What follows belongs to an exercise in optimizing a design on an open flow for small area; a production flow would make more cautious choices. Function was checked by simulation only, so behaviour that the tests miss may differ from the original. The clock port is modelled as an ideal driver; clocking choices that lean on that would not hold on a real chip. No activity file was given, so power comes from the tool's default toggle rates.

**flow/config.mk**
```make
export PLATFORM = sky130hd
export DESIGN_NAME = calc_top
export DESIGN_NICKNAME = calc_top
export VERILOG_FILES = /design/flow/design.v
export SDC_FILE = /design/flow/constraint.sdc
export NUM_CORES = 4
export LEC_CHECK = 0
export CAP_MARGIN = 20
export CORE_MARGIN = 2
export CORE_UTILIZATION = 70
export PLACE_DENSITY = 0.8
export SLEW_MARGIN = 20
```
**flow/constraint.sdc**
```tcl
create_clock -name core_clock -period 75.0 [get_ports {sys_clk}]
set_input_delay 15.0000 -clock core_clock [delete_from_list [all_inputs] [get_ports {sys_clk}]]
set_output_delay 15.0000 -clock core_clock [all_outputs]
set_load 0.01 [all_outputs]
```
**flow/design.v**
```verilog
`default_nettype none
package calc_pkg;
    typedef logic [3:0]  key_code_t;     
    typedef logic [1:0]  col_idx_t;      
    typedef logic [3:0]  row_bits_t;     
    typedef logic [23:0] operand_t;      
    typedef logic [23:0] disp_data_t;    
    typedef logic [7:0]  seg_code_t;     
    localparam int NUM_ROWS   = 4;
    localparam int NUM_COLS   = 4;
    localparam int NUM_DIGITS = 6;
    localparam key_code_t KEY_DIGIT_LIMIT = 4'd10;   
    localparam key_code_t KEY_ADD         = 4'd10;
    localparam key_code_t KEY_SUB         = 4'd11;
    localparam key_code_t KEY_MUL         = 4'd12;
    localparam key_code_t KEY_DIV         = 4'd13;
    localparam key_code_t KEY_EQ_FIRST    = 4'd14;   
    localparam operand_t   DISPLAY_MAX = 24'd999999;   
    localparam disp_data_t DISP_ERROR  = 24'hFFFFFF;   
endpackage
`default_nettype wire
`timescale 1ns/10ps
`default_nettype none
module keypad_scan
#(
    parameter int SCAN_DIV = 128
) (
    input  wire logic          sys_clk,
    input  wire logic          sys_rst_n,
    input  calc_pkg::row_bits_t          row_stable,
    output logic [calc_pkg::NUM_COLS-1:0] key_col,
    output calc_pkg::col_idx_t           col_idx
);
    logic [8:0] scan_q;    
    logic       key_held;
    assign key_held = |row_stable;   
    always_ff @(posedge sys_clk or negedge sys_rst_n) begin
        if (!sys_rst_n) begin
            scan_q <= '0;
        end else begin
            scan_q <= scan_q + {8'b0, ~key_held};
        end
    end
    assign col_idx = scan_q[8:7];
    assign key_col = ~(4'b0001 << col_idx);
endmodule
`default_nettype wire
`timescale 1ns/10ps
`default_nettype none
module row_debounce #(
    parameter int DEBOUNCE_CYCLES = 100
) (
    input  wire logic sys_clk,
    input  wire logic sys_rst_n,
    input  wire logic row_raw,
    output logic      row_stable
);
    logic       sync_meta;
    logic       sync_q;
    logic [6:0] stable_cnt;
    logic       differ;
    logic       done;
    assign differ = sync_q ^ row_stable;
    assign done   = (stable_cnt == 7'b1001011);
    always_ff @(posedge sys_clk or negedge sys_rst_n) begin
        if (!sys_rst_n) begin
            sync_meta  <= 1'b0;
            sync_q     <= 1'b0;
            row_stable <= 1'b0;
        end else begin
            sync_meta <= row_raw;
            sync_q    <= sync_meta;
            if (differ && done) begin
                row_stable <= sync_q;
            end
        end
    end
    always_ff @(posedge sys_clk) begin
        if (differ && !done) begin
            stable_cnt <= {stable_cnt[5:0], ~(stable_cnt[6] ^ stable_cnt[5])};
        end else begin
            stable_cnt <= '0;
        end
    end
endmodule
`default_nettype wire
`timescale 1ns/10ps
`default_nettype none
module key_encoder
(
    input  wire logic      sys_clk,
    input  wire logic      sys_rst_n,
    input  calc_pkg::row_bits_t      row_stable,
    output logic           press,
    output logic [1:0]     row_sel
);
    logic any_row;
    logic any_row_q;
    assign any_row = |row_stable;
    assign press   = any_row && !any_row_q;
    always_comb begin
        row_sel = 2'd0;
        for (int r = calc_pkg::NUM_ROWS - 1; r >= 0; r--) begin
            if (row_stable[r]) begin
                row_sel = 2'(r);
            end
        end
    end
    always_ff @(posedge sys_clk) begin
        any_row_q <= any_row;
    end
endmodule
`default_nettype wire
`timescale 1ns/10ps
`default_nettype none
module calc_core
(
    input  wire logic        sys_clk,
    input  wire logic        sys_rst_n,
    input  wire logic        press,
    input  wire logic [1:0]  row_sel,
    input  wire logic [1:0]  col_idx,
    output calc_pkg::disp_data_t show_data,
    output logic             err
);
    localparam logic [2:0] ST_LOAD  = 3'b000,
                           ST_IDLE  = 3'b001,
                           ST_DIGS  = 3'b011,
                           ST_CALC  = 3'b100,
                           ST_CONV1 = 3'b110,
                           ST_CONV0 = 3'b111;
    localparam logic [2:0] ENT_A = 3'b000,
                           ENT_R = 3'b001;
    logic [2:0]  st;
    logic [2:0]  ent;
    logic [4:0]  cnt;
    logic        rq;       
    logic [23:0] A;
    logic [23:0] B;
    logic [23:0] S;
    logic ent_b, ent_r;
    assign ent_b = ent[2];
    assign ent_r = (ent == ENT_R);
    logic is_digit, is_eq, is_op;
    assign is_digit = ~row_sel[1] | (~row_sel[0] & ~col_idx[1]);
    assign is_eq    = row_sel[1] & row_sel[0] & col_idx[1];
    assign is_op    = ~is_digit & ~is_eq;
    logic idle, calc, conv, conv0, conv1, dig, load;
    assign idle  = (st == ST_IDLE);
    assign calc  = (st == ST_CALC);
    assign conv1 = (st == ST_CONV1);
    assign conv0 = (st == ST_CONV0);
    assign conv  = conv0 | conv1;
    assign dig   = (st == ST_DIGS);
    assign load  = (st == ST_LOAD);
    logic k_dig, k_op, k_eq, k_acc, k_clr;
    assign k_dig = idle & press & is_digit;
    assign k_op  = idle & press & is_op & ~ent_b;
    assign k_eq  = idle & press & is_eq & ent_b;
    assign k_acc = k_dig | k_op | k_eq;
    assign k_clr = k_op | k_eq | (k_dig & ent_r);    
    logic op_mul, op_div;
    assign op_mul = (ent[1:0] == 2'b00);
    assign op_div = (ent[1:0] == 2'b01);
    logic last, dstep, dig_last;
    assign last     = (cnt == 5'd23);
    assign dstep    = k_dig | dig;
    assign dig_last = (cnt[1:0] == 2'b11);
    logic dbit, sel, x;
    always_comb begin
        case (cnt[1:0])
            2'd0:    dbit = row_sel[1];
            2'd1:    dbit = rq;
            2'd2:    dbit = col_idx[1];
            default: dbit = col_idx[0];
        endcase
    end
    assign sel = (calc & ~op_mul) | conv1;
    assign x   = (sel & A[23]) | (dstep & dbit);
    logic [5:0]  ge5;
    logic [23:0] corr;
    always_comb begin
        corr = '0;
        for (int j = 0; j < 6; j++) begin
            ge5[j] = S[4*j+3] | (S[4*j+2] & (S[4*j+1] | S[4*j]));
        end
        for (int j = 0; j < 5; j++) begin
            corr[4*j+1] = conv1 & ge5[j];
            corr[4*j+2] = conv1 & ge5[j];
        end
    end
    logic        gb, cin;
    logic [23:0] P, Q, sum;
    logic        cout, nob;
    assign gb  = load | (calc & (op_div | (op_mul ? A[23] : last)));
    assign cin = calc & ent[0] & (~ent[1] | last);
    assign P   = {S[22:0], x};
    assign Q   = (B & {24{gb}}) | corr;
    always_comb begin
        logic c;
        c = cin;
        for (int i = 0; i < 24; i++) begin
            sum[i] = P[i] ^ Q[i] ^ c;
            c      = (P[i] & Q[i]) | (P[i] & c) | (Q[i] & c);
        end
        cout = c;
    end
    assign nob = S[23] | cout;
    logic [3:0]  dd, e;
    logic        inv;
    logic [23:0] b10, t8, t2;
    logic        c0;
    assign dd  = conv ? 4'd0 : {row_sel, col_idx};
    assign inv = ent_b & ent[0];
    assign e   = inv ? (4'd9 - dd) : dd;
    assign t8  = {B[20:0], e[3] ? 3'b111 : e[2:0]};
    assign t2  = {B[22:0], e[3]};
    assign c0  = e[3] & e[0];
    always_comb begin
        logic c;
        c = c0;
        for (int i = 0; i < 24; i++) begin
            b10[i] = t8[i] ^ t2[i] ^ c;
            c      = (t8[i] & t2[i]) | (t8[i] & c) | (t2[i] & c);
        end
    end
    logic s_hold, s_shift, s_shift0, s_sum, a_hold, a_shl, a_ld;
    assign s_hold   = (idle & ~k_acc) | load;
    assign s_shift  = (k_dig & ~ent_r) | dig | (calc & op_div & ~nob & ~last);
    assign s_shift0 = s_shift | (k_dig & ent_r);
    assign s_sum    = (calc & ~(op_div & ~nob) & ~last) | conv;
    assign a_ld     = load | (calc & last & ~op_div);
    assign a_shl    = (calc | conv) & ~a_ld;
    assign a_hold   = ~(calc | conv | load);
    always_ff @(posedge sys_clk) begin
        S[23:1] <= ({23{s_hold}} & S[23:1]) | ({23{s_shift}} & P[23:1]) |
                   ({23{s_sum}} & sum[23:1]);
        S[0]    <= (s_hold & S[0]) | (s_shift0 & P[0]) | (s_sum & sum[0]);
        A <= ({24{a_hold}} & A) | ({24{a_shl}} & {A[22:0], calc ? nob : A[23]}) |
             ({24{a_ld}} & sum);
        if (k_dig | conv) begin
            B <= b10;
        end
        if (k_dig) begin
            rq <= row_sel[0];
        end
        err <= (conv1 & ge5[5]) | (err & ~k_acc & ~conv0);
        if ((calc | conv | dstep) & ~((calc | conv) ? last : dig_last)) begin
            cnt <= cnt + 5'd1;
        end else begin
            cnt <= '0;
        end
    end
    always_ff @(posedge sys_clk or negedge sys_rst_n) begin
        if (!sys_rst_n) begin
            st  <= ST_LOAD;     
            ent <= ENT_A;
        end else begin
            case (st)
                ST_IDLE: begin
                    if (k_dig) begin
                        st <= ST_DIGS;
                        if (ent_r) ent <= ENT_A;
                    end else if (k_op) begin
                        st  <= ent_r ? ST_CONV0 : ST_LOAD;
                        ent <= {1'b1, col_idx};
                    end else if (k_eq) begin
                        st <= ST_CALC;
                    end
                end
                ST_DIGS:  if (dig_last) st <= ST_IDLE;
                ST_LOAD:  st <= ST_CONV0;
                ST_CALC:  if (last) begin
                              st  <= ST_CONV1;
                              ent <= ENT_R;
                          end
                ST_CONV1: if (last) st <= ST_IDLE;
                ST_CONV0: if (last) st <= ST_IDLE;
                default:  st <= ST_IDLE;
            endcase
        end
    end
    assign show_data = S;
endmodule
`default_nettype wire
`timescale 1ns/10ps
`default_nettype none
module seg_display
#(
    parameter int REFRESH_DIV = 8
) (
    input  wire logic       sys_clk,
    input  wire logic       sys_rst_n,
    input  calc_pkg::disp_data_t      show_data,
    input  wire logic       err,         
    output logic [5:0]      seg_sel,
    output calc_pkg::seg_code_t       seg_code
);
    logic [2:0] refresh_cnt;
    logic [2:0] jc;
    logic [5:0] dsel;      
    logic [3:0] nibble;
    always_ff @(posedge sys_clk or negedge sys_rst_n) begin
        if (!sys_rst_n) begin
            refresh_cnt <= '0;
            jc          <= '0;
        end else begin
            refresh_cnt <= refresh_cnt + 3'd1;
            if (&refresh_cnt) begin
                jc <= {jc[1:0], ~jc[2]};
            end
        end
    end
    assign dsel[0] = ~jc[2] & ~jc[0];
    assign dsel[1] =  jc[0] & ~jc[1];
    assign dsel[2] =  jc[1] & ~jc[2];
    assign dsel[3] =  jc[2] &  jc[0];
    assign dsel[4] = ~jc[0] &  jc[1];
    assign dsel[5] =  jc[2] & ~jc[1];
    assign seg_sel = ~dsel;
    always_comb begin
        nibble = ({4{dsel[0]}} & show_data[23:20]) |
                 ({4{dsel[1]}} & show_data[19:16]) |
                 ({4{dsel[2]}} & show_data[15:12]) |
                 ({4{dsel[3]}} & show_data[11:8])  |
                 ({4{dsel[4]}} & show_data[7:4])   |
                 ({4{dsel[5]}} & show_data[3:0])   |
                 {4{err}};
    end
    always_comb begin
        case (nibble)
            4'h0:    seg_code = 8'hC0;
            4'h1:    seg_code = 8'hF9;
            4'h2:    seg_code = 8'hA4;
            4'h3:    seg_code = 8'hB0;
            4'h4:    seg_code = 8'h99;
            4'h5:    seg_code = 8'h92;
            4'h6:    seg_code = 8'h82;
            4'h7:    seg_code = 8'hF8;
            4'h8:    seg_code = 8'h80;
            4'h9:    seg_code = 8'h90;
            4'hF:    seg_code = 8'hBF;
            default: seg_code = 8'hFF;
        endcase
    end
endmodule
`default_nettype wire
`timescale 1ns/10ps
`default_nettype none
module calc_top
#(
    parameter int SCAN_DIV        = 128,
    parameter int DEBOUNCE_CYCLES = 100,
    parameter int REFRESH_DIV     = 8
) (
    input  wire logic       sys_clk,
    input  wire logic       sys_rst_n,
    input  wire logic [3:0] key_row,    
    output logic [3:0]      key_col,    
    output logic [5:0]      seg_sel,
    output calc_pkg::seg_code_t       seg_code
);
    calc_pkg::row_bits_t  row_stable;
    calc_pkg::col_idx_t   col_idx;
    logic       press;
    logic [1:0] row_sel;
    calc_pkg::disp_data_t show_data;
    logic       err;
    keypad_scan #(
        .SCAN_DIV (SCAN_DIV)
    ) u_keypad_scan (
        .sys_clk    (sys_clk),
        .sys_rst_n  (sys_rst_n),
        .row_stable (row_stable),
        .key_col    (key_col),
        .col_idx    (col_idx)
    );
    for (genvar g = 0; g < calc_pkg::NUM_ROWS; g++) begin : g_row
        row_debounce #(
            .DEBOUNCE_CYCLES (DEBOUNCE_CYCLES)
        ) u_row_debounce (
            .sys_clk    (sys_clk),
            .sys_rst_n  (sys_rst_n),
            .row_raw    (~key_row[g]),
            .row_stable (row_stable[g])
        );
    end
    key_encoder u_key_encoder (
        .sys_clk    (sys_clk),
        .sys_rst_n  (sys_rst_n),
        .row_stable (row_stable),
        .press      (press),
        .row_sel    (row_sel)
    );
    calc_core u_calc_core (
        .sys_clk    (sys_clk),
        .sys_rst_n  (sys_rst_n),
        .press      (press),
        .row_sel    (row_sel),
        .col_idx    (col_idx),
        .show_data  (show_data),
        .err        (err)
    );
    seg_display #(
        .REFRESH_DIV (REFRESH_DIV)
    ) u_seg_display (
        .sys_clk    (sys_clk),
        .sys_rst_n  (sys_rst_n),
        .show_data  (show_data),
        .err        (err),
        .seg_sel    (seg_sel),
        .seg_code   (seg_code)
    );
endmodule
`default_nettype wire
```
**flow/flow/run.sh**
```bash
#!/bin/bash
# The standard layout with three changes:
#  - synthesis: synth_recipe.tcl unchanged, except that ABC maps with
#    flow/abc_area.script (registers are untouched by ABC);
#  - a lighter clock tree (small leaf buffers, no dummy loads);
#  - single-drive port buffers.
# Every tool's output goes to the ORFS logs under orfs/logs; the make output
# goes to standard.log.
set -e
export AREA_ABC_SCRIPT="$PWD/flow/abc_area.script"
{ head -n 1 synth_recipe.tcl; cat flow/abc_wrap.tcl; tail -n +2 synth_recipe.tcl; } > area_synth.tcl
sed "s#SYNTH_SCRIPT=[^ ]*#SYNTH_SCRIPT=$PWD/area_synth.tcl#" standard.sh > area_standard.sh
export CTS_ARGS="-sink_clustering_enable -repair_clock_nets -dont_use_dummy_load -buf_list sky130_fd_sc_hd__clkbuf_4 -root_buf sky130_fd_sc_hd__clkbuf_8"
export BUFFER_PORTS_ARGS="-buffer_cell sky130_fd_sc_hd__buf_1"
bash area_standard.sh > standard.log 2>&1
```
**flow/flow/abc_area.script**
```
&get -n
&st
&dch
&nf -R 1000 -F 8 -A 4
&st
&syn2
&if -g -K 6
&synch2
&nf -R 1000 -F 8 -A 4
&st
&syn2
&if -g -K 6
&synch2
&nf -R 1000 -F 8 -A 4
&st
&syn2
&if -g -K 6
&synch2
&nf -R 1000 -F 8 -A 4
&st
&syn2
&if -g -K 6
&synch2
&nf -R 1000 -F 8 -A 4
&st
&syn2
&if -g -K 6
&synch2
&nf -R 1000 -F 8 -A 4
&put
topo
stime -c
dnsize -c
```
**flow/flow/abc_wrap.tcl**
```tcl
# Map the combinational logic with an area-oriented ABC script (the clock
# period leaves ample slack): the standard script's cell mapping runs with a
# relaxed delay target, and without its buffering and upsizing passes.
proc abc {args} {
  set i [lsearch -exact $args -script]
  if { $i >= 0 } {
    lset args [expr { $i + 1 }] $::env(AREA_ABC_SCRIPT)
  }
  yosys abc {*}$args
}
```
**flow/standard.sh**
```bash
#!/bin/bash
# synth_recipe.tcl (not shown) runs the flow's synth.tcl, then flattens the netlist and writes it again
# the make line also repeats each setting of config.mk as NAME=value (left out here)
make -C /OpenROAD-flow-scripts/flow DESIGN_CONFIG=/design/flow/config.mk WORK_HOME=/design/flow/orfs CLKGATE_MAP_FILE= SYNTH_SCRIPT=/design/flow/synth_recipe.tcl "${@:-finish}"
```
==> impl_metrics.py, run 1 <==
metrics = {
    "clock_tree": {
        "cts_max_level": 4,
        "cts_resized": 0,
        "cts_buffers": 17,
        "cts.clk_slew.worst_paths_ns": 0.09,
        "insertion_delay_ns": 0.44,
        "numClockSinks": 141,
        "cts_hold_buf": 0,
        "root_buffer": "clkbuf_8",
        "cts_tree": "done",
        "clock_path_buffers": 2,
        "cts_setup_buffers": 0,
    },
    "worst_setup_path": {
        "r2r_start": "u_calc_core.st[1]$_DFFE_PN0P_",
        "reg2reg_slack_ns": 62.66,
        "rr_worst_depth": 31,
        "required_ns": 60.00,
        "arrival_ns": 2.99,
        "crit_fanout": 10,
        "r2r_end": "u_calc_core.B[23]$_DFFE_PP_",
        "cp-start-kind": "flop",
        "criticalPathCategory": "reg2out",
        "crit_path_end_kind": "primary output",
    },
    "cells_and_area": {
        "syn2layout_area_growth_pct": 6.053,
        "drive_gt1_share_pct": 3.504,
        "diodes": 0,
        "post-route-util_pct": 75.83,
        "fin_nets": 755,
    },
    "drt": {
        "drc": 0,
        "initialDrtViolationCount": 442,
        "routed_via_density": 6.230,
        "ant_nets": 0,
        "drt-total-wl_um": 14650,
        "dr.pass1.iters": 7,
        "vias": 5096,
        "routedWlPerCell_um": 17.90,
    },
    "floorplan": {
        "ios": 24,
        "fp.dieW_um": 103.5,
        "die_area_mm2": 0.01070,
        "coreArea_mm2": 0.009684,
        "start_util_pct": 71.50,
        "rows": 36,
        "die_height_um": 103.5,
    },
    "yosys": {
        "syn_nets": 712,
        "synth_ff_type": "dfxtp_1",
        "ys_top_cells_by_area": "dfxtp_1, fa_1, dfrtp_1, edfxtp_1, clkinv_1",
        "synth_enable_flop_cells": 25,
        "yosysMostFrequentCell": "dfxtp_1",
        "syn_inst": 644,
        "avgSynthCellArea_um2": 10.75,
        "ys_async_sr_fraction_pct": 23.40,
        "synth.cell_area_mm2": 0.006924,
        "ys_seq_area_share_pct": 46.77,
        "synth_cell_types": 48,
        "ys_seq_elements": 141,
        "yosysTopAreaCell": "dfxtp_1",
        "synth_top_area_share_pct": 24.00,
        "synthTopCellsByCount": "dfxtp_1, clkinv_1, nor2_1",
        "ys_warn_count": 5,
    },
    "sta": {
        "worstMarginPinSlew_ns": 1.002,
        "fmax_mhz": 55.60,
        "hold_violations": 0,
        "relSlewSlack_pct": 32.49,
        "fin_skew_ns": 0.04353,
        "fin_crit_sh_pct": 23.98,
        "setup_viol": 0,
        "min_period_ns": 17.99,
        "setup_tns_ns": 0,
        "rsz0062_at_grt": "no",
        "slew_violations": 0,
    },
    "min_path": {
        "hold_depth": 0,
        "min_path_type": "reg2reg",
        "hp-start": "g_row[1].u_row_debounce.sync_meta$_DFF_PN0_",
        "min_to": "g_row[1].u_row_debounce.sync_q$_DFF_PN0_",
    },
    "placement": {
        "portBuffers": 22,
        "place_congestion": 0.9156,
        "dp_hpwl_um": 10770,
    },
    "pwr": {
        "powerDensity_mw_per_mm2": 34.89,
        "p_leak_nw": 2.765,
        "power.total_mw": 0.2562,
        "ir_drop_uv": 19.80,
    },
    "status": {
        "outcome": "complete, no violations",
    },
    "global_route": {
        "grt_max_degree": 34,
        "grt_pass1_wl_um": 24070,
        "grt_pass1_vias": 5007,
        "track_usage_pct": 30.11,
        "grt_overflow": 0,
        "grt_antenna_before_repair": 0,
    },
    "flow_run": {
        "maxCapViolCount": 0,
    },
}
==> through the flow <==
stage	setup slack, ns	instances	area, um2	hold slack (ns)
2_1_floorplan	57.88	644	6924	0.3312
3_3_place_gp	57.68	801	7198	0.3361
3_5_place_dp	57.49	801	7198	0.3425
4_1_cts	57.04	818	7332	0.3671
5_1_grt	56.73	818	7343	0.3677
6_report	57.01	818	7343	0.3643
==> registers in the layout, indices dropped and copies added, names as in the netlist <==
name                             flops
g_row.u_row_debounce.row_stable      4
g_row.u_row_debounce.stable_cnt     28
g_row.u_row_debounce.sync_meta       4
g_row.u_row_debounce.sync_q          4
u_calc_core.A                       24
u_calc_core.B                       24
u_calc_core.S                       24
u_calc_core.cnt                      5
u_calc_core.ent                      3
u_calc_core.err                      1
u_calc_core.rq                       1
u_calc_core.st                       3
u_key_encoder.any_row_q              1
u_keypad_scan.scan_q                 9
u_seg_display.jc                     3
u_seg_display.refresh_cnt            3
==> how the worst max path moves through the flow <==
stage                                                from     endpoint  cells after the start
after floorplan           u_seg_display.jc[0]$_DFFE_PN0P_  seg_code[0]                      9
after global placement    u_seg_display.jc[0]$_DFFE_PN0P_  seg_code[0]                     10
after detailed placement  u_seg_display.jc[2]$_DFFE_PN0P_  seg_code[1]                      9
after CTS                 u_seg_display.jc[2]$_DFFE_PN0P_  seg_code[1]                      9
after global routing      u_seg_display.jc[2]$_DFFE_PN0P_  seg_code[6]                     10
final                     u_seg_display.jc[2]$_DFFE_PN0P_  seg_code[1]                      9
==> report_power, final <==
group | internal, mW | leakage, nW | switching, mW | total (mW)
registers | 0.100 | 1.32 | 0.0219 | 0.122
logic | 0.0397 | 1.36 | 0.0613 | 0.101
clock network | 0.0111 | 0.0808 | 0.0220 | 0.0331
total | 0.151 | 2.77 | 0.105 | 0.256
==> routing by layer <==
metal	global-route usage [%]	vias up	part of all wire (%)
met5	0	-	0
met4	14.47	0	3.6
met3	7.191	38	6.0
met2	50.02	181	50
met1	37.20	2513	41
li1	-	2364	-
==> cells by family (layout without fill, tap and decap cells) <==
| family | Yosys count | after routing | synth area share, % |
|---|---|---|---|
| AND/OR/NAND/NOR | 186 | 186 | 12.81 |
| AO/OA/AOI/OAI | 152 | 152 | 16.43 |
| flip-flops | 141 | 141 | 46.77 |
| buffers and inverters | 74 | 115 | 4.066 |
| adder cells (fa/ha/maj) | 62 | 62 | 16.19 |
| XOR/XNOR | 23 | 23 | 2.909 |
| multiplexers | 5 | 5 | 0.7770 |
| other | 1 | 1 | 0.05416 |
==> placed cells by master (no fill, tap or decap), drive strengths merged, types with 4 or more instances in the layout <==
cell	n
nand3	11
a21o	12
clkbuf	18
a221oi	4
nand2	53
a22oi	7
or2	4
nand2b	4
o21ai	27
xnor2	13
dfrtp	33
a221o	26
ha	16
edfxtp	25
a21oi	28
buf	24
and2	29
dfxtp	83
clkinv	73
nand4	4
fa	46
o22ai	4
o21a	5
xor2	10
nor2b	5
nor2	61
a222oi	22
==> area by class of cell <==
class,instances,area [um2]
Fill cell,663,2341
Timing Repair Buffer,25,106.4
Sequential cell,141,3238
Multi-Input combinational cell,429,3425
Tap cell,133,166.4
Clock buffer,17,133.9
Inverter,73,274.0
==> critical path, cell delays in order, from the launching register on <==
cell	delay [ns]
dfrtp_1	0.53
clkinv_1	0.27
a31oi_1	0.21
o21ai_0	0.10
nor2_1	0.43
clkinv_1	0.27
ha_1	0.37
o21ai_0	0.15
o21ai_0	0.11
buf_1	0.15
==> run 2: changes to the inputs <==
==> flow/flow/run.sh (replaced) <==
#!/bin/bash
set -e
export CTS_ARGS="-sink_clustering_enable -repair_clock_nets -dont_use_dummy_load -buf_list sky130_fd_sc_hd__clkbuf_4 -root_buf sky130_fd_sc_hd__clkbuf_8"
export BUFFER_PORTS_ARGS="-buffer_cell sky130_fd_sc_hd__buf_1"
bash standard.sh > standard.log 2>&1
removed: flow/flow/abc_area.script
removed: flow/flow/abc_wrap.tcl
==> impl_metrics.py, run 2 <==
metrics = {
    "yosys": {
        "syn_nets": 736,
        "synthTopCellsByCount": "dfxtp_1, inv_1, nor2_1",
        "avgSynthCellArea_um2": 10.87,
        "yosysMostFrequentCell": "dfxtp_1",
        "yosysTopAreaCell": "dfxtp_1",
        "ys_seq_area_share_pct": 44.58,
        "ys_warn_count": 5,
        "synth_cell_types": 72,
        "synth_ff_type": "dfxtp_1",
        "synth_enable_flop_cells": 25,
        "synth_top_area_share_pct": 22.88,
        "synth.cell_area_mm2": 0.007263,
        "ys_top_cells_by_area": "dfxtp_1, fa_1, dfrtp_1, edfxtp_1, a221o_1",
        "ys_seq_elements": 141,
        "syn_inst": 668,
        "ys_async_sr_fraction_pct": 23.40,
    },
    "placement": {
        "dp_cells": 796,
        "dp_hpwl_um": 10510,
        "portBuffers": 22,
        "place_congestion": 0.9083,
    },
    "clock_tree": {
        "cts.clk_slew.worst_paths_ns": 0.12,
        "cts_tree": "done",
        "root_buffer": "clkbuf_8",
        "cts_setup_buffers": 0,
        "numClockSinks": 141,
        "cts_max_level": 4,
        "cts_hold_buf": 0,
        "insertion_delay_ns": 0.44,
        "cts_buffers": 17,
        "clock_path_buffers": 2,
        "cts_resized": 0,
    },
    "global_route": {
        "grt_overflow": 0,
        "grt_antenna_before_repair": 0,
        "grt_pass1_vias": 5023,
        "grt_pass1_wl_um": 24480,
        "track_usage_pct": 28.44,
        "grt_max_degree": 34,
    },
    "flow_run": {
        "maxCapViolCount": 0,
    },
    "drt": {
        "top_layer_used": "met4",
        "drt-total-wl_um": 14510,
        "m1WireLength_um": 6550,
        "routed_via_density": 6.230,
        "routedWlPerCell_um": 17.84,
        "wl_met3_um": 858,
        "ant_nets": 0,
        "drc": 0,
        "initialDrtViolationCount": 437,
        "dr_wl_met2_um": 6712,
        "vias": 5065,
        "dr.pass1.iters": 5,
    },
    "sta": {
        "rsz0062_at_grt": "no",
        "fin_skew_ns": 0.04219,
        "hold_violations": 0,
        "relSlewSlack_pct": 35.89,
        "fmax_mhz": 56.34,
        "fin_crit_sh_pct": 23.67,
        "worstMarginPinSlew_ns": 0.9617,
        "fin_hold_ws_ns": 0.3607,
        "setup_viol": 0,
        "min_period_ns": 17.75,
        "slew_violations": 0,
        "setup_tns_ns": 0,
    },
    "worst_setup_path": {
        "arrival_ns": 2.75,
        "crit_slowest_cell": "or4_1",
        "crit_fanout": 11,
        "required_ns": 60.00,
        "criticalPathCategory": "reg2out",
        "critPathMaxStageDelay_ns": 0.58,
        "crit_path_end_kind": "primary output",
        "crit_chain": "inv_1 > and3_1 > or4_1 > inv_2 > ha_1 > inv_1 > mux2i_1 > a22oi_1 > buf_1",
        "cp-start-kind": "flop",
        "critPathMostFrequentCell": "inv_1",
        "startpoint": "u_seg_display.jc[2]$_DFFE_PN0P_",
        "r2r_start": "u_calc_core.st[1]$_DFFE_PN0P_",
    },
    "pwr": {
        "power_frac_seq_pct": 47.6,
        "ir_drop_uv": 19.82,
        "p_int_mw": 0.1608,
        "p_leak_nw": 3.063,
        "powerDensity_mw_per_mm2": 35.99,
        "clkPwrFrac_pct": 12.4,
        "p_switching_mw": 0.1100,
        "combPwrFrac_pct": 40.1,
        "swShare_pct": 40.62,
    },
    "cells_and_area": {
        "fin_nets": 747,
        "final_cells": 813,
        "largest_register_ffs": 28,
        "diodes": 0,
        "syn2layout_area_growth_pct": 3.600,
        "final_cell_mix": "dfxtp_1, inv_1, nor2_1",
        "final_common_cell": "dfxtp_1",
        "largest-register": "g_row.u_row_debounce.stable_cnt",
        "drive_gt1_share_pct": 6.056,
    },
    "floorplan": {
        "fp.dieW_um": 105.9,
        "ios": 24,
        "start_util_pct": 71.31,
        "die_height_um": 105.9,
        "die_area_mm2": 0.01121,
        "rows": 37,
        "coreArea_mm2": 0.01018,
    },
    "status": {
        "outcome": "complete, no violations",
    },
    "min_path": {
        "min_path_type": "reg2reg",
        "hp-start": "g_row[2].u_row_debounce.sync_meta$_DFF_PN0_",
    },
}
-- run 2: cell types whose count changed after synthesis, moves of 12 or more --
cell,previous run,this run
clkinv_1,73,0
inv_1,0,61
and2_1,0,34
and2_0,29,0
clkbuf_1,0,19
nand2_1,53,36
nor2b_1,5,19
a221o_1,26,38
o21ai_0,27,15
-- run 2: worst paths after layout --
check / endpoint / slack [ns] / cells past startpoint
setup / recovery: seg_code[4] / 57.25 / 9
hold / removal: g_row[2].u_row_debounce.sync_q$_DFF_PN0_ / 0.36 / 0
setup reg to reg: u_calc_core.B[23]$_DFFE_PP_ / 62.77 / 30
hold reg to reg: g_row[2].u_row_debounce.sync_q$_DFF_PN0_ / 0.36 / 0
max in group asynchronous: u_calc_core.st[0]$_DFFE_PN0P_ / 59.76 / 1
min in group asynchronous: u_keypad_scan.scan_q[5]$_DFF_PN0_ / 14.66 / 1
-- run 2: metrics by stage --
step	setup slack (ns)	utilization, %	area, um2	total power, mW
floorplan	58.01	-	7263	0.2057
global placement	57.85	72.46	7380	0.2304
detailed placement	57.77	72.57	7391	0.2385
CTS	57.28	73.88	7525	0.2719
global route	57.03	73.88	7525	0.2916
finish	57.25	73.88	7525	0.2708
-- run 2: power by group through the flow --
stage	combinational [mW]	clock (mW)	sequential, mW
2_1_floorplan	0.0855	0	0.120
3_3_place_gp	0.102	0	0.129
3_5_place_dp	0.109	0	0.130
4_1_cts	0.109	0.0348	0.128
5_1_grt	0.122	0.0375	0.132
6_report	0.109	0.0335	0.129
-- run 2: routing by layer --
| layer | up-vias | track usage, % |
|---|---|---|
| li1 | 2357 | - |
| met1 | 2518 | 38.48 |
| met2 | 157 | 43.87 |
| met3 | 33 | 7.359 |
| met4 | 0 | 12.22 |
| met5 | - | 0 |
-- run 2: cell type report --
cell class              instances  area (um2)
clock buffers                  17       133.9
well taps                     136       170.2
repair buffers                 25       106.4
fillers                       729        2660
flip-flops and latches        141        3238
inverters                      63       236.5
multi-input cells             431        3640
-- run 2: cell families after synthesis --
| group | Yosys count | share of synthesized area (%) |
|---|---|---|
| adders and majority gates | 62 | 15.43 |
| muxes | 11 | 1.585 |
| and+or+nand+nor | 192 | 14.45 |
| DFF | 141 | 44.58 |
| xor gates and xnor gates | 24 | 2.894 |
| AOI/OAI and AO/OA | 141 | 15.49 |
| buffers and inverters | 96 | 5.512 |
| other | 1 | 0.05163 |
-- run 2: critical path: cells and delay by family, from the launching register on --
kind	cells	cell delay (ns)
AND/OR/NAND/NOR	2	0.78
multiplexers	1	0.17
buffers and inverters	4	0.57
adder cells (fa/ha/maj)	1	0.16
AO/OA/AOI/OAI	1	0.10
flip-flops	1	0.54
==> run 3: changes to the inputs <==
--- a/flow/design.v
+++ b/flow/design.v
@@ -134,7 +134,9 @@
     logic [2:0]  st;
     logic [2:0]  ent;
     logic [4:0]  cnt;
-    logic        rq;       
+    logic [1:0]  rq;       
+    logic [2:0]  sd;       
+    logic [1:0]  sc;       
     logic [23:0] A;
     logic [23:0] B;
     logic [23:0] S;
@@ -162,15 +164,14 @@
     logic op_mul, op_div;
     assign op_mul = (ent[1:0] == 2'b00);
     assign op_div = (ent[1:0] == 2'b01);
-    logic last, dstep, dig_last;
+    logic last, dstep;
     assign last     = (cnt == 5'd23);
-    assign dstep    = k_dig | dig;
-    assign dig_last = (cnt[1:0] == 2'b11);
+    assign dstep    = dig & (cnt[4:2] == 3'b000);    
     logic dbit, sel, x;
     always_comb begin
         case (cnt[1:0])
-            2'd0:    dbit = row_sel[1];
-            2'd1:    dbit = rq;
+            2'd0:    dbit = rq[1];
+            2'd1:    dbit = rq[0];
             2'd2:    dbit = col_idx[1];
             default: dbit = col_idx[0];
         endcase
@@ -207,45 +208,40 @@
     end
     assign nob = S[23] | cout;
     logic [3:0]  dd, e;
-    logic        inv;
-    logic [23:0] b10, t8, t2;
-    logic        c0;
-    assign dd  = conv ? 4'd0 : {row_sel, col_idx};
-    assign inv = ent_b & ent[0];
-    assign e   = inv ? (4'd9 - dd) : dd;
-    assign t8  = {B[20:0], e[3] ? 3'b111 : e[2:0]};
-    assign t2  = {B[22:0], e[3]};
-    assign c0  = e[3] & e[0];
-    always_comb begin
-        logic c;
-        c = c0;
-        for (int i = 0; i < 24; i++) begin
-            b10[i] = t8[i] ^ t2[i] ^ c;
-            c      = (t8[i] & t2[i]) | (t8[i] & c) | (t2[i] & c);
-        end
-    end
-    logic s_hold, s_shift, s_shift0, s_sum, a_hold, a_shl, a_ld;
-    assign s_hold   = (idle & ~k_acc) | load;
-    assign s_shift  = (k_dig & ~ent_r) | dig | (calc & op_div & ~nob & ~last);
-    assign s_shift0 = s_shift | (k_dig & ent_r);
+    logic        inv, ebit, y;
+    logic [2:0]  t;
+    assign dd   = {rq, col_idx};
+    assign inv  = ent_b & ent[0];
+    assign e    = inv ? (4'd9 - dd) : dd;
+    assign ebit = (cnt[4:2] == 3'b000) & e[cnt[1:0]];
+    assign t    = {2'b00, sd[2]} + {2'b00, sd[0]} + {2'b00, ebit} + {1'b0, sc};
+    assign y    = conv ? inv : t[0];
+    logic s_hold, s_shift, s_sum, a_hold, a_shl, a_ld;
+    assign s_hold   = (idle & ~k_clr) | load | (dig & ~dstep);
+    assign s_shift  = dstep | (calc & op_div & ~nob & ~last);
     assign s_sum    = (calc & ~(op_div & ~nob) & ~last) | conv;
     assign a_ld     = load | (calc & last & ~op_div);
     assign a_shl    = (calc | conv) & ~a_ld;
     assign a_hold   = ~(calc | conv | load);
     always_ff @(posedge sys_clk) begin
-        S[23:1] <= ({23{s_hold}} & S[23:1]) | ({23{s_shift}} & P[23:1]) |
-                   ({23{s_sum}} & sum[23:1]);
-        S[0]    <= (s_hold & S[0]) | (s_shift0 & P[0]) | (s_sum & sum[0]);
+        S <= ({24{s_hold}} & S) | ({24{s_shift}} & P) | ({24{s_sum}} & sum);
         A <= ({24{a_hold}} & A) | ({24{a_shl}} & {A[22:0], calc ? nob : A[23]}) |
              ({24{a_ld}} & sum);
-        if (k_dig | conv) begin
-            B <= b10;
+        if (dig | conv) begin
+            B <= {y, B[23:1]};
+        end
+        if (dig) begin
+            sd <= {sd[1:0], B[0]};
+            sc <= t[2:1];
+        end else begin
+            sd <= '0;
+            sc <= '0;
         end
         if (k_dig) begin
-            rq <= row_sel[0];
+            rq <= row_sel;
         end
         err <= (conv1 & ge5[5]) | (err & ~k_acc & ~conv0);
-        if ((calc | conv | dstep) & ~((calc | conv) ? last : dig_last)) begin
+        if ((calc | conv | dig) & ~last) begin
             cnt <= cnt + 5'd1;
         end else begin
             cnt <= '0;
@@ -268,7 +264,7 @@
                         st <= ST_CALC;
                     end
                 end
-                ST_DIGS:  if (dig_last) st <= ST_IDLE;
+                ST_DIGS:  if (last) st <= ST_IDLE;
                 ST_LOAD:  st <= ST_CONV0;
                 ST_CALC:  if (last) begin
                               st  <= ST_CONV1;
@@ -318,31 +314,23 @@
     assign dsel[4] = ~jc[0] &  jc[1];
     assign dsel[5] =  jc[2] & ~jc[1];
     assign seg_sel = ~dsel;
-    always_comb begin
-        nibble = ({4{dsel[0]}} & show_data[23:20]) |
-                 ({4{dsel[1]}} & show_data[19:16]) |
-                 ({4{dsel[2]}} & show_data[15:12]) |
-                 ({4{dsel[3]}} & show_data[11:8])  |
-                 ({4{dsel[4]}} & show_data[7:4])   |
-                 ({4{dsel[5]}} & show_data[3:0])   |
-                 {4{err}};
-    end
-    always_comb begin
-        case (nibble)
-            4'h0:    seg_code = 8'hC0;
-            4'h1:    seg_code = 8'hF9;
-            4'h2:    seg_code = 8'hA4;
-            4'h3:    seg_code = 8'hB0;
-            4'h4:    seg_code = 8'h99;
-            4'h5:    seg_code = 8'h92;
-            4'h6:    seg_code = 8'h82;
-            4'h7:    seg_code = 8'hF8;
-            4'h8:    seg_code = 8'h80;
-            4'h9:    seg_code = 8'h90;
-            4'hF:    seg_code = 8'hBF;
-            default: seg_code = 8'hFF;
-        endcase
-    end
+    assign nibble = ({4{dsel[0]}} & show_data[23:20]) |
+                    ({4{dsel[1]}} & show_data[19:16]) |
+                    ({4{dsel[2]}} & show_data[15:12]) |
+                    ({4{dsel[3]}} & show_data[11:8])  |
+                    ({4{dsel[4]}} & show_data[7:4])   |
+                    ({4{dsel[5]}} & show_data[3:0]);
+    logic n3, n2, n1, n0;
+    logic [6:0] on;        
+    assign {n3, n2, n1, n0} = nibble;
+    assign on[0] = n3 | n1 | (n2 & n0) | (~n2 & ~n0);
+    assign on[1] = ~n2 | (n1 & n0) | (~n1 & ~n0);
+    assign on[2] = n2 | ~n1 | n0;
+    assign on[3] = n3 | (~n2 & ~n0) | (n1 & ~n0) | (~n2 & n1) | (n2 & ~n1 & n0);
+    assign on[4] = (~n2 & ~n0) | (n1 & ~n0);
+    assign on[5] = n3 | (~n1 & ~n0) | (n2 & ~n1) | (n2 & ~n0);
+    assign on[6] = n3 | (n2 & ~n1) | (~n2 & n1) | (n1 & ~n0);
+    assign seg_code = {1'b1, ~(on[6] | err), {6{err}} | ~on[5:0]};
 endmodule
 `default_nettype wire
 `timescale 1ns/10ps
==> flow/flow/run.sh (replaced) <==
#!/bin/bash
# The standard layout with three changes:
#  - synthesis: synth_recipe.tcl unchanged, except that ABC maps with
#    flow/abc_area.script (registers are untouched by ABC);
#  - a lighter clock tree (small leaf buffers, no dummy loads), with the
#    leaf buffers whose sinks see a slow edge upsized (flow/fix_clock.tcl);
#  - single-drive port buffers.
# Every tool's output goes to the ORFS logs under orfs/logs; the make output
# goes to standard.log.
set -e
export AREA_ABC_SCRIPT="$PWD/flow/abc_area.script"
{ head -n 1 synth_recipe.tcl; cat flow/abc_wrap.tcl; tail -n +2 synth_recipe.tcl; } > area_synth.tcl
sed "s#SYNTH_SCRIPT=[^ ]*#SYNTH_SCRIPT=$PWD/area_synth.tcl#" standard.sh > area_standard.sh
export CTS_ARGS="-sink_clustering_enable -repair_clock_nets -dont_use_dummy_load -buf_list sky130_fd_sc_hd__clkbuf_4 -root_buf sky130_fd_sc_hd__clkbuf_8"
export POST_CTS_TCL="$PWD/flow/fix_clock.tcl"
export BUFFER_PORTS_ARGS="-buffer_cell sky130_fd_sc_hd__buf_1"
bash area_standard.sh > standard.log 2>&1
==> flow/flow/abc_area.script (new file) <==
&get -n
&st
&dch
&nf -R 1000 -F 8 -A 4
&st
&syn2
&if -g -K 6
&synch2
&nf -R 1000 -F 8 -A 4
&st
&syn2
&if -g -K 6
&synch2
&nf -R 1000 -F 8 -A 4
&st
&syn2
&if -g -K 6
&synch2
&nf -R 1000 -F 8 -A 4
&st
&syn2
&if -g -K 6
&synch2
&nf -R 1000 -F 8 -A 4
&st
&syn2
&if -g -K 6
&synch2
&nf -R 1000 -F 8 -A 4
&put
topo
stime -c
dnsize -c
==> flow/flow/abc_wrap.tcl (new file) <==
# Map the combinational logic with an area-oriented ABC script (the clock
# period leaves ample slack): the standard script's cell mapping runs with a
# relaxed delay target, and without its buffering and upsizing passes.
proc abc {args} {
  set i [lsearch -exact $args -script]
  if { $i >= 0 } {
    lset args [expr { $i + 1 }] $::env(AREA_ABC_SCRIPT)
  }
  yosys abc {*}$args
}
==> flow/flow/fix_clock.tcl (new file) <==
estimate_parasitics -placement
set fixed 0
foreach inst [get_cells *] {
  set master [get_property $inst ref_name]
  if { ![string match "sky130_fd_sc_hd__clkbuf_*" $master] } { continue }
  if { ![string match "clkbuf_*" [get_property $inst full_name]] } { continue }
  set opin [get_pins -of_objects $inst -filter "direction==output"]
  set worst 0.0
  foreach pin [get_pins -of_objects [get_nets -of_objects $opin] -filter "direction==input"] {
    if { [get_property $pin name] != "CLK" } { continue }
    set slew [get_property $pin slew_max]
    if { $slew > $worst } { set worst $slew }
  }
  if { $worst > 0.100 } {
    set bigger ""
    if { $master == "sky130_fd_sc_hd__clkbuf_2" } { set bigger sky130_fd_sc_hd__clkbuf_4 }
    if { $master == "sky130_fd_sc_hd__clkbuf_4" } { set bigger sky130_fd_sc_hd__clkbuf_8 }
    if { $master == "sky130_fd_sc_hd__clkbuf_8" } { set bigger sky130_fd_sc_hd__clkbuf_16 }
    if { $bigger != "" } {
      puts "fix_clock: [get_property $inst full_name] $master -> $bigger (worst sink slew $worst)"
      replace_cell $inst $bigger
      incr fixed
    }
  }
}
if { $fixed > 0 } {
  detailed_placement
  check_placement -verbose
  estimate_parasitics -placement
}
puts "fix_clock: $fixed clock buffers upsized"
--- a/flow/config.mk
+++ b/flow/config.mk
@@ -7,6 +7,6 @@
 export LEC_CHECK = 0
 export CAP_MARGIN = 20
 export CORE_MARGIN = 2
-export CORE_UTILIZATION = 70
-export PLACE_DENSITY = 0.8
+export CORE_UTILIZATION = 65
+export PLACE_DENSITY = 0.75
 export SLEW_MARGIN = 20
==> impl_metrics.py, run 3 <==
metrics = {
    "sta": {
        "setup_viol": 0,
        "hold_violations": 0,
        "min_period_ns": 17.79,
        "fmax_mhz": 56.22,
        "worstMarginPinSlew_ns": 0.9929,
        "rsz0062_at_grt": "no",
        "slew_violations": 0,
        "fin_skew_ns": 0.03149,
        "fin_crit_sh_pct": 23.72,
        "relSlewSlack_pct": 33.80,
        "setup_tns_ns": 0,
    },
    "worst_setup_path": {
        "critPathMaxStageDelay_ns": 0.54,
        "crit_fanout": 11,
        "criticalPathCategory": "reg2out",
        "required_ns": 60.00,
        "rr_worst_depth": 47,
        "arrival_ns": 2.79,
        "r2r_start": "u_calc_core.cnt[0]$_SDFF_PN0_",
        "crit_buf_inv": 2,
        "crit_slowest_cell": "dfrtp_1",
        "cp-start-kind": "flop",
        "critPathTopFamily": "compound AO/OA/AOI/OAI gates",
        "reg2reg_slack_ns": 64.17,
        "r2r_end": "u_calc_core.S[18]$_DFF_P_",
        "crit_chain": "clkinv_1 > a22oi_1 > o22ai_1 > a311oi_1 > or4b_1 > nand3_1 > buf_1",
        "crit_path_end_kind": "primary output",
    },
    "cells_and_area": {
        "final_common_cell": "dfxtp_1",
        "post-route-util_pct": 71.52,
        "syn2layout_area_growth_pct": 6.581,
        "diodes": 0,
        "fin_nets": 698,
        "drive_gt1_share_pct": 3.522,
        "final_cell_mix": "dfxtp_1, clkinv_1, nor2_1",
        "largest_register_ffs": 28,
        "largest-register": "g_row.u_row_debounce.stable_cnt",
    },
    "min_path": {
        "min_path_type": "reg2reg",
        "hp-start": "g_row[2].u_row_debounce.sync_meta$_DFF_PN0_",
        "hold_depth": 0,
        "min_to": "g_row[2].u_row_debounce.sync_q$_DFF_PN0_",
    },
    "clock_tree": {
        "cts_tree": "done",
        "insertion_delay_ns": 0.43,
        "numClockSinks": 147,
        "cts.clk_slew.worst_paths_ns": 0.09,
    },
    "yosys": {
        "ys_top_cells_by_area": "dfxtp_1, dfrtp_1, edfxtp_1, fa_1, a221o_1",
        "syn_nets": 655,
        "yosysTopAreaCell": "dfxtp_1",
        "ys_seq_area_share_pct": 51.35,
        "yosysMostFrequentCell": "dfxtp_1",
        "ys_seq_elements": 147,
        "synth_enable_flop_cells": 26,
        "ys_warn_count": 5,
        "synthTopCellsByCount": "dfxtp_1, clkinv_1, nor2_1",
        "synth_ff_type": "dfxtp_1",
        "synth_cell_types": 46,
        "avgSynthCellArea_um2": 10.72,
        "synth_top_area_share_pct": 26.86,
        "ys_async_sr_fraction_pct": 22.45,
        "syn_inst": 612,
        "synth.cell_area_mm2": 0.006559,
    },
    "drt": {
        "routed_via_density": 5.989,
        "dr.pass1.iters": 6,
        "ant_nets": 0,
        "drt-total-wl_um": 13010,
        "vias": 4707,
        "drc": 0,
        "routedWlPerCell_um": 16.55,
        "initialDrtViolationCount": 443,
    },
    "flow_run": {
        "maxCapViolCount": 0,
    },
    "floorplan": {
        "start_util_pct": 67.10,
        "ios": 24,
        "fp.dieW_um": 104.5,
        "die_height_um": 104.5,
        "coreArea_mm2": 0.009774,
        "die_area_mm2": 0.01091,
        "rows": 36,
    },
    "global_route": {
        "grt_overflow": 0,
        "grt_pass1_wl_um": 22090,
        "grt_max_degree": 34,
        "track_usage_pct": 25.83,
        "grt_pass1_vias": 4610,
        "grt_antenna_before_repair": 0,
    },
    "pwr": {
        "ir_drop_uv": 20.28,
        "powerDensity_mw_per_mm2": 22.15,
        "p_leak_nw": 2.625,
    },
    "placement": {
        "dp_hpwl_um": 9283,
        "place_congestion": 0.8947,
        "portBuffers": 22,
    },
    "status": {
        "outcome": "complete, no violations",
    },
}
## run 3: cell types whose count changed in the layout (fill, tap and decap cells not counted), sizes merged, moves of 6 or more
cell    before  now
a221o       38   26
clkinv       0   67
nor3         3   13
a222oi      11   23
nand2       36   53
nor2b       20    5
inv         63    0
fa          46   26
mux2i        7    0
nor2        53   59
## run 3: power breakdown
group          switching [mW]  internal (mW)  total [mW]  leakage [nW]
registers             0.00726         0.0904      0.0977          1.37
logic                  0.0114        0.00901      0.0204          1.16
clock network          0.0229         0.0139      0.0368        0.0937
## run 3: cell families (layout without fill, tap and decap cells)
kind of cell               Yosys count  in the layout  share of synthesized area [%]
DFF                                147            147                          51.35
xor gates and xnor gates            26             26                          3.472
other                                1              1                        0.05718
adders and majority gates           37             37                          10.03
muxes                                6              6                          1.202
and+or+nand+nor                    197            197                          14.52
buffers and inverters               68            109                          3.949
AOI/OAI and AO/OA                  130            130                          15.41
## run 3: per-stage QoR
stage / instance area (um2) / power, mW / hold WS [ns] / std cells / setup WS, ns
after global routing: 6990 / 0.1633 / 0.3596 / 786 / 57.00
after detailed placement: 6824 / 0.1198 / 0.3385 / 769 / 57.71
after floorplan: 6559 / 0.1128 / 0.3312 / 612 / 58.12
final: 6990 / 0.1549 / 0.3528 / 786 / 57.21
after global placement: 6824 / 0.1187 / 0.3338 / 769 / 57.87
## run 3: worst max path at each step
| stage | start | cells past startpoint | endpoint | slack (ns) |
|---|---|---|---|---|
| 5_1_grt | u_seg_display.jc[2]$_DFFE_PN0P_ | 7 | seg_code[3] | 57.00 |
| 3_5_place_dp | u_seg_display.jc[2]$_DFFE_PN0P_ | 7 | seg_code[3] | 57.71 |
| 6_report | u_seg_display.jc[2]$_DFFE_PN0P_ | 7 | seg_code[3] | 57.21 |
| 3_3_place_gp | u_seg_display.jc[2]$_DFFE_PN0P_ | 7 | seg_code[3] | 57.87 |
| 2_1_floorplan | u_seg_display.jc[2]$_DFFE_PN0P_ | 6 | seg_code[3] | 58.12 |
## run 3: final cells by class
cell class              instances  area (um2)
fillers                       763        2784
repair buffers                 25       106.4
clock buffers                  17       165.2
flip-flops and latches        147        3368
well taps                     133       166.4
multi-input cells             397        2933
inverters                      67       251.5
## run 3: layer usage
| layer | wire (um) | up-vias | GRT usage (%) | part of all wire, % |
|---|---|---|---|---|
| met4 | 306 | 0 | 10.81 | 2.4 |
| met5 | 0 | - | 0 | 0 |
| met1 | 5700 | 2293 | 33.17 | 44 |
| li1 | - | 2271 | - | - |
| met3 | 625 | 27 | 5.576 | 4.8 |
| met2 | 6376 | 116 | 42.58 | 49 |
==> run 4: changes to the inputs <==
--- a/flow/config.mk
+++ b/flow/config.mk
@@ -7,6 +7,6 @@
 export LEC_CHECK = 0
 export CAP_MARGIN = 20
 export CORE_MARGIN = 2
-export CORE_UTILIZATION = 65
-export PLACE_DENSITY = 0.75
+export CORE_UTILIZATION = 70
+export PLACE_DENSITY = 0.8
 export SLEW_MARGIN = 20
==> impl_metrics.py, run 4 <==
metrics = {
    "yosys": {
        "synth.cell_area_mm2": 0.006559,
        "avgSynthCellArea_um2": 10.72,
        "synth_enable_flop_cells": 26,
        "ys_seq_elements": 147,
        "synth_cell_types": 46,
        "synth_ff_type": "dfxtp_1",
        "ys_async_sr_fraction_pct": 22.45,
        "ys_warn_count": 5,
        "synth_top_area_share_pct": 26.86,
        "synthTopCellsByCount": "dfxtp_1, clkinv_1, nor2_1",
        "ys_seq_area_share_pct": 51.35,
        "syn_inst": 612,
        "syn_nets": 655,
        "yosysMostFrequentCell": "dfxtp_1",
        "yosysTopAreaCell": "dfxtp_1",
        "ys_top_cells_by_area": "dfxtp_1, dfrtp_1, edfxtp_1, fa_1, a221o_1",
    },
    "pwr": {
        "p_switching_mw": 0.04199,
        "p_leak_nw": 2.630,
        "combPwrFrac_pct": 13.2,
        "ir_drop_uv": 18.33,
        "clkPwrFrac_pct": 24.3,
        "p_int_mw": 0.1145,
        "power_frac_seq_pct": 62.5,
        "powerDensity_mw_per_mm2": 22.43,
        "swShare_pct": 26.83,
    },
    "placement": {
        "dp_hpwl_um": 9581,
        "place_congestion": 0.9646,
        "dp_cells": 747,
        "portBuffers": 22,
    },
    "worst_setup_path": {
        "criticalPathCategory": "reg2out",
        "r2r_start": "u_calc_core.cnt[1]$_SDFF_PN0_",
        "cp-start-kind": "flop",
        "crit_slowest_cell": "dfrtp_1",
        "crit_chain": "clkinv_1 > a22oi_1 > o22ai_1 > a311oi_1 > or4b_1 > nand3_1 > buf_1",
        "crit_end": "seg_code[3]",
        "critPathMaxStageDelay_ns": 0.54,
        "crit_path_end_kind": "primary output",
        "required_ns": 60.00,
        "reg2reg_slack_ns": 64.00,
        "startpoint": "u_seg_display.jc[2]$_DFFE_PN0P_",
        "arrival_ns": 2.73,
        "rr_worst_depth": 47,
        "crit_fanout": 11,
        "r2r_end": "u_calc_core.S[5]$_DFF_P_",
    },
    "drt": {
        "dr.pass1.iters": 6,
        "drc": 0,
        "routed_via_density": 6.302,
        "routedWlPerCell_um": 17.70,
        "vias": 4815,
        "drt-total-wl_um": 13520,
        "ant_nets": 0,
        "initialDrtViolationCount": 503,
    },
    "sta": {
        "slew_violations": 0,
        "setup_tns_ns": 0,
        "worstMarginPinSlew_ns": 0.9730,
        "fin_hold_ws_ns": 0.3401,
        "min_period_ns": 17.73,
        "hold_violations": 0,
        "fin_skew_ns": 0.03060,
        "fmax_mhz": 56.39,
        "fin_crit_sh_pct": 23.64,
        "rsz0062_at_grt": "no",
        "relSlewSlack_pct": 35.13,
        "setup_viol": 0,
    },
    "floorplan": {
        "start_util_pct": 71.66,
        "fp.dieW_um": 100.8,
        "die_area_mm2": 0.01016,
        "ios": 24,
        "die_height_um": 100.8,
        "rows": 35,
        "coreArea_mm2": 0.009153,
    },
    "global_route": {
        "grt_overflow": 0,
        "grt_pass1_wl_um": 22680,
        "grt_max_degree": 34,
        "grt_antenna_before_repair": 0,
        "grt_pass1_vias": 4709,
        "track_usage_pct": 29.05,
    },
    "cells_and_area": {
        "drive_gt1_share_pct": 3.522,
        "final_common_cell": "dfxtp_1",
        "final_cell_mix": "dfxtp_1, clkinv_1, nor2_1",
        "nFillCells": 645,
        "largest_register_ffs": 28,
        "final-seq-area_mm2": 0.003368,
        "multiInputGateArea_mm2": 0.002933,
        "largest-register": "g_row.u_row_debounce.stable_cnt",
        "diodes": 0,
        "fin_nets": 698,
        "syn2layout_area_growth_pct": 6.353,
        "final_cells": 764,
    },
    "status": {
        "outcome": "complete, no violations",
    },
    "clock_tree": {
        "cts_tree": "done",
        "numClockSinks": 147,
        "insertion_delay_ns": 0.41,
        "cts.clk_slew.worst_paths_ns": 0.09,
    },
    "flow_run": {
        "maxCapViolCount": 0,
    },
    "min_path": {
        "min_path_type": "reg2reg",
    },
}
==> run 4: cell counts after synthesis <==
No cell type changed its count.
==> run 4: area by class of cell <==
class                      instances  share of cell area, %
tap                              111                  1.991
sequential                       147                  48.29
timing repair buffer              25                  1.525
multi-input combinational        397                  42.04
inverter                          67                  3.605
clock buffer                      17                  2.547
==> run 4: worst min path at each step <==
| stage | end | cells after the start | startpoint | slack (ns) |
|---|---|---|---|---|
| 2_1_floorplan | g_row[0].u_row_debounce.sync_q$_DFF_PN0_ | 0 | g_row[0].u_row_debounce.sync_meta$_DFF_PN0_ | 0.33 |
| 3_3_place_gp | g_row[2].u_row_debounce.sync_q$_DFF_PN0_ | 0 | g_row[2].u_row_debounce.sync_meta$_DFF_PN0_ | 0.33 |
| 3_5_place_dp | g_row[2].u_row_debounce.sync_q$_DFF_PN0_ | 0 | g_row[2].u_row_debounce.sync_meta$_DFF_PN0_ | 0.34 |
| 5_1_grt | g_row[3].u_row_debounce.sync_q$_DFF_PN0_ | 0 | g_row[3].u_row_debounce.sync_meta$_DFF_PN0_ | 0.35 |
| 6_report | g_row[3].u_row_debounce.sync_q$_DFF_PN0_ | 0 | g_row[3].u_row_debounce.sync_meta$_DFF_PN0_ | 0.34 |
==> run 4: power groups by stage <==
| stage | combinational [mW] | clock (mW) | sequential (mW) |
|---|---|---|---|
| 2_1_floorplan | 0.0159 | 0 | 0.0969 |
| 3_5_place_dp | 0.0206 | 0 | 0.0993 |
| 6_report | 0.0206 | 0.0380 | 0.0979 |
| 5_1_grt | 0.0230 | 0.0423 | 0.0989 |
| 3_3_place_gp | 0.0197 | 0 | 0.0988 |
==> run 4: critical path: cells and delay by family, from the launching register on <==
kind,cells,cell delay [ns]
compound gates,3,0.80
buf+inv,2,0.42
flops,1,0.54
simple gates,2,0.58
==> run 4: cells by family after synthesis <==
kind of cell,count (synthesis),share of synthesized area (%)
AO/OA/AOI/OAI,130,15.41
multiplexers,6,1.202
AND/OR/NAND/NOR,197,14.52
flip-flops,147,51.35
XOR/XNOR,26,3.472
buffers and inverters,68,3.949
other,1,0.05718
adder cells (fa/ha/maj),37,10.03
==> run 4: through the flow <==
stage	util (%)	total power, mW	worst slack, ns	instance area [um2]
after floorplan	-	0.1128	58.12	6559
after global placement	74.26	0.1185	57.88	6797
after detailed placement	74.26	0.1199	57.75	6797
after global routing	76.21	0.1642	57.10	6975
final	76.21	0.1565	57.27	6975
==> run 4: per-layer routing <==
metal / vias up / track usage, % / part of all wire, %
li1: 2258 / - / -
met1: 2361 / 36.75 / 41
met2: 175 / 48.72 / 51
met3: 21 / 7.420 / 5.7
met4: 0 / 10.22 / 2.3
met5: - / 0 / 0
==> run 5: changes to the inputs <==
==> flow/flow/abc_area.script (replaced) <==
strash
dch -f
amap
&get -n
&st
&dch -f
&nf -R 1000 -F 8 -A 4
&put
topo
stime -c
dnsize -c
==> flow/flow/abc_wrap.tcl (replaced) <==
# Map the combinational logic with an area-oriented ABC script
# (flow/abc_area.script): the clock period leaves ample slack, so the
# standard script's delay-driven mapping, buffering and upsizing are dropped.
proc abc {args} {
  set i [lsearch -exact $args -script]
  if { $i >= 0 } {
    lset args [expr { $i + 1 }] $::env(AREA_ABC_SCRIPT)
  }
  yosys abc {*}$args
}
--- a/flow/config.mk
+++ b/flow/config.mk
@@ -7,6 +7,6 @@
 export LEC_CHECK = 0
 export CAP_MARGIN = 20
 export CORE_MARGIN = 2
-export CORE_UTILIZATION = 70
-export PLACE_DENSITY = 0.8
+export CORE_UTILIZATION = 65
+export PLACE_DENSITY = 0.75
 export SLEW_MARGIN = 20
==> impl_metrics.py, run 5 <==
metrics = {
    "global_route": {
        "grt_overflow": 0,
        "grt_pass1_vias": 4505,
        "track_usage_pct": 26.13,
        "grt_antenna_before_repair": 0,
        "grt_max_degree": 34,
        "grt_pass1_wl_um": 21000,
    },
    "clock_tree": {
        "cts_tree": "done",
        "numClockSinks": 147,
        "cts.clk_slew.worst_paths_ns": 0.10,
        "insertion_delay_ns": 0.43,
    },
    "worst_setup_path": {
        "criticalPathCategory": "reg2out",
        "cp-start-kind": "flop",
        "crit_path_end_kind": "primary output",
        "required_ns": 60.00,
        "rr_worst_depth": 45,
        "arrival_ns": 2.35,
        "crit_fanout": 8,
        "crit_slowest_cell": "dfrtp_1",
        "crit_chain": "nor2b_1 > a222oi_1 > and3_1 > nand2b_1 > a41o_1 > a21o_1 > buf_1",
        "critPathMaxStageDelay_ns": 0.46,
    },
    "pwr": {
        "power_frac_seq_pct": 48.3,
        "p_switching_mw": 0.09391,
        "p_leak_nw": 2.609,
        "combPwrFrac_pct": 36.5,
        "p_int_mw": 0.1462,
        "clkPwrFrac_pct": 15.2,
        "power.total_mw": 0.2401,
        "powerDensity_mw_per_mm2": 35.27,
        "swShare_pct": 39.11,
        "ir_drop_uv": 17.80,
    },
    "placement": {
        "place_congestion": 0.9046,
        "portBuffers": 22,
        "dp_hpwl_um": 9125,
    },
    "drt": {
        "drc": 0,
        "routed_via_density": 6.039,
        "routedWlPerCell_um": 16.53,
        "dr.pass1.iters": 5,
        "drt-total-wl_um": 12680,
        "ant_nets": 0,
        "vias": 4632,
        "initialDrtViolationCount": 311,
    },
    "sta": {
        "setup_viol": 0,
        "worstMarginPinSlew_ns": 0.8289,
        "min_period_ns": 17.35,
        "hold_violations": 0,
        "fin_skew_ns": 0.03196,
        "fin_crit_sh_pct": 23.13,
        "setup_tns_ns": 0,
        "rsz0062_at_grt": "no",
        "fmax_mhz": 57.65,
        "fin_hold_ws_ns": 0.3635,
        "slew_violations": 0,
        "relSlewSlack_pct": 43.96,
    },
    "yosys": {
        "ys_async_sr_fraction_pct": 22.45,
        "ys_top_cells_by_area": "dfxtp_1, dfrtp_1, edfxtp_1, fa_1, a222oi_1",
        "synth.cell_area_mm2": 0.006349,
        "yosysTopAreaCell": "dfxtp_1",
        "synth_enable_flop_cells": 26,
        "ys_warn_count": 5,
        "avgSynthCellArea_um2": 10.74,
        "ys_seq_elements": 147,
        "yosysMostFrequentCell": "dfxtp_1",
        "synth_ff_type": "dfxtp_1",
        "synth_cell_types": 45,
        "syn_inst": 591,
        "synthTopCellsByCount": "dfxtp_1, clkinv_1, nand2_1",
        "syn_nets": 634,
        "ys_seq_area_share_pct": 53.05,
        "synth_top_area_share_pct": 27.75,
    },
    "cells_and_area": {
        "final_common_cell": "dfxtp_1",
        "largest-register": "g_row.u_row_debounce.stable_cnt",
        "diodes": 0,
        "largest_register_ffs": 28,
        "fin_nets": 679,
        "syn2layout_area_growth_pct": 7.233,
        "drive_gt1_share_pct": 4.101,
        "final_cell_mix": "dfxtp_1, clkinv_1, nand2_1",
    },
    "min_path": {
        "hold_depth": 0,
        "min_path_type": "reg2reg",
    },
    "flow_run": {
        "maxCapViolCount": 0,
    },
    "floorplan": {
        "die_height_um": 102.8,
        "fp.dieW_um": 102.8,
        "die_area_mm2": 0.01057,
        "coreArea_mm2": 0.009639,
        "start_util_pct": 65.86,
        "rows": 36,
        "ios": 24,
    },
    "status": {
        "outcome": "complete, no violations",
    },
}
==> run 5: cell types whose count changed after synthesis, sizes merged, moves of 5 or more <==
cell    change
xnor2       -7
o221ai     +11
nor2       -32
xor2        -8
a22oi      +10
a221o      -26
and2        -8
clkinv      +5
nand2       +9
o21ai      +20
==> run 5: cells by family after synthesis <==
group                      share of synthesized area, %
other                                           0.05907
buffers and inverters                             4.375
adders and majority gates                         10.37
AOI/OAI and AO/OA                                 16.59
xor gates and xnor gates                          1.518
DFF                                               53.05
and+or+nand+nor                                   12.97
muxes                                             1.064
==> run 5: cell type report <==
class	count	area, um2
Multi-Input combinational cell	371	2716
Tap cell	133	166.4
Fill cell	750	2831
Clock buffer	17	165.2
Timing Repair Buffer	27	121.4
Inverter	72	270.3
Sequential cell	147	3368
==> run 5: power by group through the flow <==
stage / Clock, mW / Combinational, mW / Sequential, mW
finish: 0.0364 / 0.0877 / 0.116
floorplan: 0 / 0.0618 / 0.113
detailed placement: 0 / 0.0869 / 0.118
global placement: 0 / 0.0843 / 0.117
global route: 0.0411 / 0.0981 / 0.119
==> run 5: layer usage <==
metal / share of wire (%) / vias up / global-route usage [%]
met5: 0 / - / 0
met4: 1.5 / 0 / 9.818
met3: 4.7 / 21 / 5.966
met2: 50 / 113 / 43.89
met1: 43 / 2291 / 33.35
li1: - / 2207 / -
==> run 5: worst max-delay path, delay by kind of cell, from the launching register on <==
| kind | cells | cell delay [ns] |
|---|---|---|
| buffers and inverters | 1 | 0.12 |
| AOI/OAI and AO/OA | 3 | 0.57 |
| DFF | 1 | 0.46 |
| and+or+nand+nor | 3 | 0.80 |
==> run 5: final timing paths <==
kind                                                                   from                                          end  slack, ns
worst max-delay path                        u_seg_display.jc[2]$_DFFE_PN0P_                                  seg_code[3]      57.65
max in group asynchronous                                         sys_rst_n                u_calc_core.st[0]$_DFFE_PN0P_      59.79
worst min register to register  g_row[1].u_row_debounce.sync_meta$_DFF_PN0_     g_row[1].u_row_debounce.sync_q$_DFF_PN0_       0.36
min in group asynchronous                                         sys_rst_n  g_row[0].u_row_debounce.sync_meta$_DFF_PN0_      14.65
worst min-delay path            g_row[1].u_row_debounce.sync_meta$_DFF_PN0_     g_row[1].u_row_debounce.sync_q$_DFF_PN0_       0.36
worst max register to register                u_calc_core.cnt[0]$_SDFF_PN0_                     u_calc_core.S[4]$_DFF_P_      64.48
==> run 5: metrics by stage <==
step / cell area [um2] / utilization, % / instances / worst slack, ns
finish: 6808 / 70.63 / 767 / 57.65
global route: 6808 / 70.63 / 767 / 57.53
detailed placement: 6636 / 68.85 / 750 / 58.11
global placement: 6636 / 68.85 / 750 / 58.23
floorplan: 6349 / - / 591 / 58.35

-- afterwards: timing with drivers on the ports --
The results above use ideal ports. As a check the final layouts listed here were re-extracted and re-timed, cells and wires unchanged. Step 1 (the two cells are an assumption about what drives the block):
set clk [get_ports {sys_clk}]
set_driving_cell -lib_cell sky130_fd_sc_hd__clkbuf_16 $clk
set_driving_cell -lib_cell sky130_fd_sc_hd__buf_2 [delete_from_list [all_inputs] $clk]
Step 2 adds t to the input delays and takes it off the output delays; t is the mean of the earliest and latest rising clock arrival at the registers after step 1. Input paths then give back, and output paths get back, about the clock's delay inside the block. Three values: no drivers, after step 1, after step 2; two values: the first two.
run	t (ns)	setup WS [ns]	hold slack, ns
run 1	0.451	57.014 / 56.979 / 57.430	0.364 / 0.364 / 0.364
run 2	0.455	57.250 / 57.212 / 57.667	0.361 / 0.361 / 0.361
run 3	0.448	57.212 / 57.174 / 57.622	0.353 / 0.353 / 0.353
run 4	0.434	57.266 / 57.228 / 57.662	0.340 / 0.340 / 0.340
run 5	0.447	57.653 / 57.619 / 58.066	0.363 / 0.363 / 0.363
After both steps every run listed still meets setup and hold.
